This design comes from an exercise in tuning for small area, a short achievable clock period and few clock cycles per item on the open sky130 flow, not from production work.
At most, simulation tests tie the RTL to the original design; equivalence was not proved.

Setup of trial 98:
## pow_stream
module pow_stream #(
  parameter int DATA_W = 32,
  parameter int EXP_W  = 3,
  parameter int ID_W   = 1
) (
  input  logic              clk,
  input  logic              aresetn,
  input  logic              s_tvalid,
  output logic              s_tready,
  input  logic [DATA_W-1:0] s_tdata,
  input  logic [EXP_W-1:0]  s_texp,
  input  logic [ID_W-1:0]   s_tid,
  input  logic              s_tlast,
  output logic              m_tvalid,
  input  logic              m_tready,
  output logic [DATA_W-1:0] m_tdata,
  output logic [ID_W-1:0]   m_tid,
  output logic              m_tlast,
  output logic              m_tovf
);
  logic r_rdy;   
  logic            r0_v, r1_v, r2_v, r3_v, r4_v, r5_v;
  logic [31:0]     r0_x, r1_x;
  logic [2:0]      r0_e, r1_e;
  logic [ID_W-1:0] r0_id, r1_id, r2_id, r3_id, r4_id, r5_id;
  logic            r0_last, r1_last, r2_last, r3_last, r4_last, r5_last;
  logic            r1_ovf, r2_ovf, r3_ovf, r4_ovf, r5_ovf;
  logic [31:0]     r2_a, r2_b, r2_h;
  logic [31:0]     r4_hi, r4_lo;
  logic [59:0] r1_q;
  logic [62:0] r3_lo;
  logic [59:0] r3_hi;
  logic [62:0] r5_p;
  logic [31:0] q_sq, lo4, hi4, res;
  logic        ovf1;
  always_comb begin
    case (r0_e)
      3'd2:    ovf1 = |r0_x[31:16];
      3'd3:    ovf1 = (|r0_x[31:11]) | (r0_x[10:0] >= 11'd1626);
      3'd4:    ovf1 = |r0_x[31:8];
      3'd5:    ovf1 = (|r0_x[31:7]) | (r0_x[6:0] >= 7'd85);
      3'd6:    ovf1 = (|r0_x[31:6]) | (r0_x[5:0] >= 6'd41);
      3'd7:    ovf1 = (|r0_x[31:5]) | (r0_x[4:0] >= 5'd24);
      default: ovf1 = 1'b0;
    endcase
  end
  logic s1_1;
  logic s1_2;
  logic s1_3;
  logic s1_4;
  logic s1_5;
  logic s1_6;
  logic s1_7;
  logic s1_8;
  logic s1_9;
  logic s1_10;
  logic s1_11;
  logic s1_12;
  logic s1_13;
  logic s1_14;
  logic s1_15;
  logic s1_16;
  logic s1_17;
  logic s1_18;
  logic s1_19;
  logic s1_20;
  logic s1_21;
  logic s1_22;
  logic s1_23;
  logic s1_24;
  logic s1_25;
  logic s1_26;
  logic s1_27;
  logic s1_28;
  logic s1_29;
  logic s1_30;
  logic s1_31;
  logic s1_32;
  logic s1_33;
  logic s1_34;
  logic s1_35;
  logic s1_36;
  logic s1_37;
  logic s1_38;
  logic s1_39;
  logic s1_40;
  logic s1_41;
  logic s1_42;
  logic s1_43;
  ...
For scale: about 4200 cells after synthesis, about 490 flip-flops, roughly 78 I/O pins, ~54000 µm² of cells after synthesis.
make LEC_CHECK=0 CAP_MARGIN=20 CORE_MARGIN=2 CORE_UTILIZATION=40 SETUP_SLACK_MARGIN=5 SLEW_MARGIN=20 SYNTH_HIERARCHICAL=1 SYNTH_MINIMUM_KEEP_SIZE=0 finish   # period 9.5 ns
run.sh (not shown) runs the stock make flow with config.mk's settings and CLKGATE_MAP_FILE= SYNTH_SCRIPT=/design/flow/synth_recipe.tcl, a recipe that flattens the netlist after the stock synthesis.
The inputs of trial 63 differ from those of trial 98 as listed below.
diff --git a/flow/design.v b/flow/design.v
--- a/flow/design.v
+++ b/flow/design.v
@@ -3942,13 +3942,13 @@
       r1_v <= 1'b0;
       r2_v <= 1'b0;
       r3_v <= 1'b0;
       r4_v <= 1'b0;
       r5_v <= 1'b0;
     end else if (r_rdy) begin
-      r0_v <= s_tvalid & r_ok;
+      r0_v <= s_tvalid;
       r1_v <= r0_v;
       r2_v <= r1_v;
       r3_v <= r2_v;
       r4_v <= r3_v;
       r5_v <= r4_v;
     end
@@ -3984,24 +3984,53 @@
       r5_p <= {s5_2406, s5_2407, s5_2404, s5_2405, s5_2402, s5_2403, s5_2400, s5_2401, s5_2398, s5_2399, s5_2396, s5_2397, s5_2394, s5_2395, s5_2392, s5_2393, s5_2390, s5_2391, s5_2388, s5_2389, s5_2386, s5_2387, s5_2384, s5_2385, s5_2382, s5_2383, s5_2380, s5_2381, s5_2378, s5_2379, s5_2376, s5_2377, s5_2374, s5_2375, s5_2372, s5_2373, s5_2370, s5_2371, s5_2368, s5_2369, s5_2366, s5_2367, s5_2364, s5_2365, s5_2362, s5_2363, s5_2360, s5_2361, s5_2358, s5_2359, s5_2356, s5_2357, s5_2354, s5_2355, s5_2352, s5_2353, s5_2350, s5_2351, r4_hi[3], s5_2349, s5_pp_1628, r4_hi[1], s5_pp_1627};
       r5_ovf  <= r4_ovf;
       r5_id   <= r4_id;
       r5_last <= r4_last;
     end
   end
-  logic r_ok;   
+  logic            o_v, k_v, o_en;
+  logic [31:0]     o_d, k_d;
+  logic [ID_W-1:0] o_id, k_id;
+  logic            o_last, k_last, o_ovf, k_ovf;
+  logic            k_v_nxt;
+  assign o_en = ~o_v | m_tready;
+  always_comb begin
+    if (k_v) k_v_nxt = ~o_en;
+    else     k_v_nxt = r_rdy & r5_v & ~o_en;
+  end
   always_ff @(posedge clk or negedge aresetn) begin
-    if (!aresetn) r_ok <= 1'b0;
-    else          r_ok <= 1'b1;
+    if (!aresetn) begin
+      o_v   <= 1'b0;
+      k_v   <= 1'b0;
+      r_rdy <= 1'b0;
+    end else begin
+      if (o_en) o_v <= k_v | (r_rdy & r5_v);
+      k_v   <= k_v_nxt;
+      r_rdy <= ~k_v_nxt;
+    end
+  end
+  always_ff @(posedge clk) begin
+    if (o_en) begin
+      o_d    <= k_v ? k_d    : res;
+      o_id   <= k_v ? k_id   : r5_id;
+      o_last <= k_v ? k_last : r5_last;
+      o_ovf  <= k_v ? k_ovf  : r5_ovf;
+    end
+    if (~o_en & ~k_v) begin
+      k_d    <= res;
+      k_id   <= r5_id;
+      k_last <= r5_last;
+      k_ovf  <= r5_ovf;
+    end
   end
-  assign r_rdy    = ~r5_v | m_tready;
-  assign s_tready = r_ok & r_rdy;
-  assign m_tvalid = r5_v;
-  assign m_tdata  = res;
-  assign m_tid    = r5_id;
-  assign m_tlast  = r5_last;
-  assign m_tovf   = r5_ovf;
+  assign s_tready = r_rdy;
+  assign m_tvalid = o_v;
+  assign m_tdata  = o_d;
+  assign m_tid    = o_id;
+  assign m_tlast  = o_last;
+  assign m_tovf   = o_ovf;
 endmodule
 module pw_fa (
   input  logic a,
   input  logic b,
   input  logic c,
   output logic s,
==> comparison <==
Trial 63: full flow OK, the timing, design-rule and antenna checks passed. ~same clock insertion delay at the later pin of the skew report in trial 63 and trial 98. Between trial 63 and trial 98, the difference in worst hold slack is negligible. Summary — register-to-register slack, trial 63 relative to trial 98: higher, by 0.06 ns. Trial 98 → trial 63: post-synthesis instance area moved up; layout overhead on the synthesized area moved down. Relative to trial 98, cell count has increased by 2.1% in trial 63. Measured against each other, trial 63 and trial 98 differ in half-perimeter wire length after placement, the lower figure coming from trial 98. Changes observed in trial 63 relative to trial 98: pin count of the biggest net entering global routing higher, critical path depth went up 1.
Testbench counts of trial 63, summed over its fixed seeds: cycles 8,064, items 8,000.
The RTL of trial 98 was laid out without a check of its function.

[static timing again, ports no longer ideal]
Ports are ideal in the flow. The routed layouts listed here were re-timed in OpenROAD. Step 1 (the two cells are an assumption about what drives the block):
set clk [get_ports {clk}]
set_driving_cell -lib_cell sky130_fd_sc_hd__clkbuf_16 $clk
set_driving_cell -lib_cell sky130_fd_sc_hd__buf_2 [delete_from_list [all_inputs] $clk]
Step 2, shift: input delay + t, output delay - t, t = (earliest + latest rising clock arrival at the registers) / 2. This alone moves slack from input paths to output paths. a / b / c = ideal / step 1 / step 2; a / b = the first two.
run | shift t [ns] | slack for setup (ns) | worst setup path at the end | worst register clock-pin slew, ns
trial 98 | 0.744 | 4.300 / 4.230 / 4.844 | register to register | 0.07 / 0.07
trial 63 | 0.732 | 4.896 / 4.896 / 4.896 | register to register | 0.07 / 0.07
After both steps setup and hold are still met in every run listed.
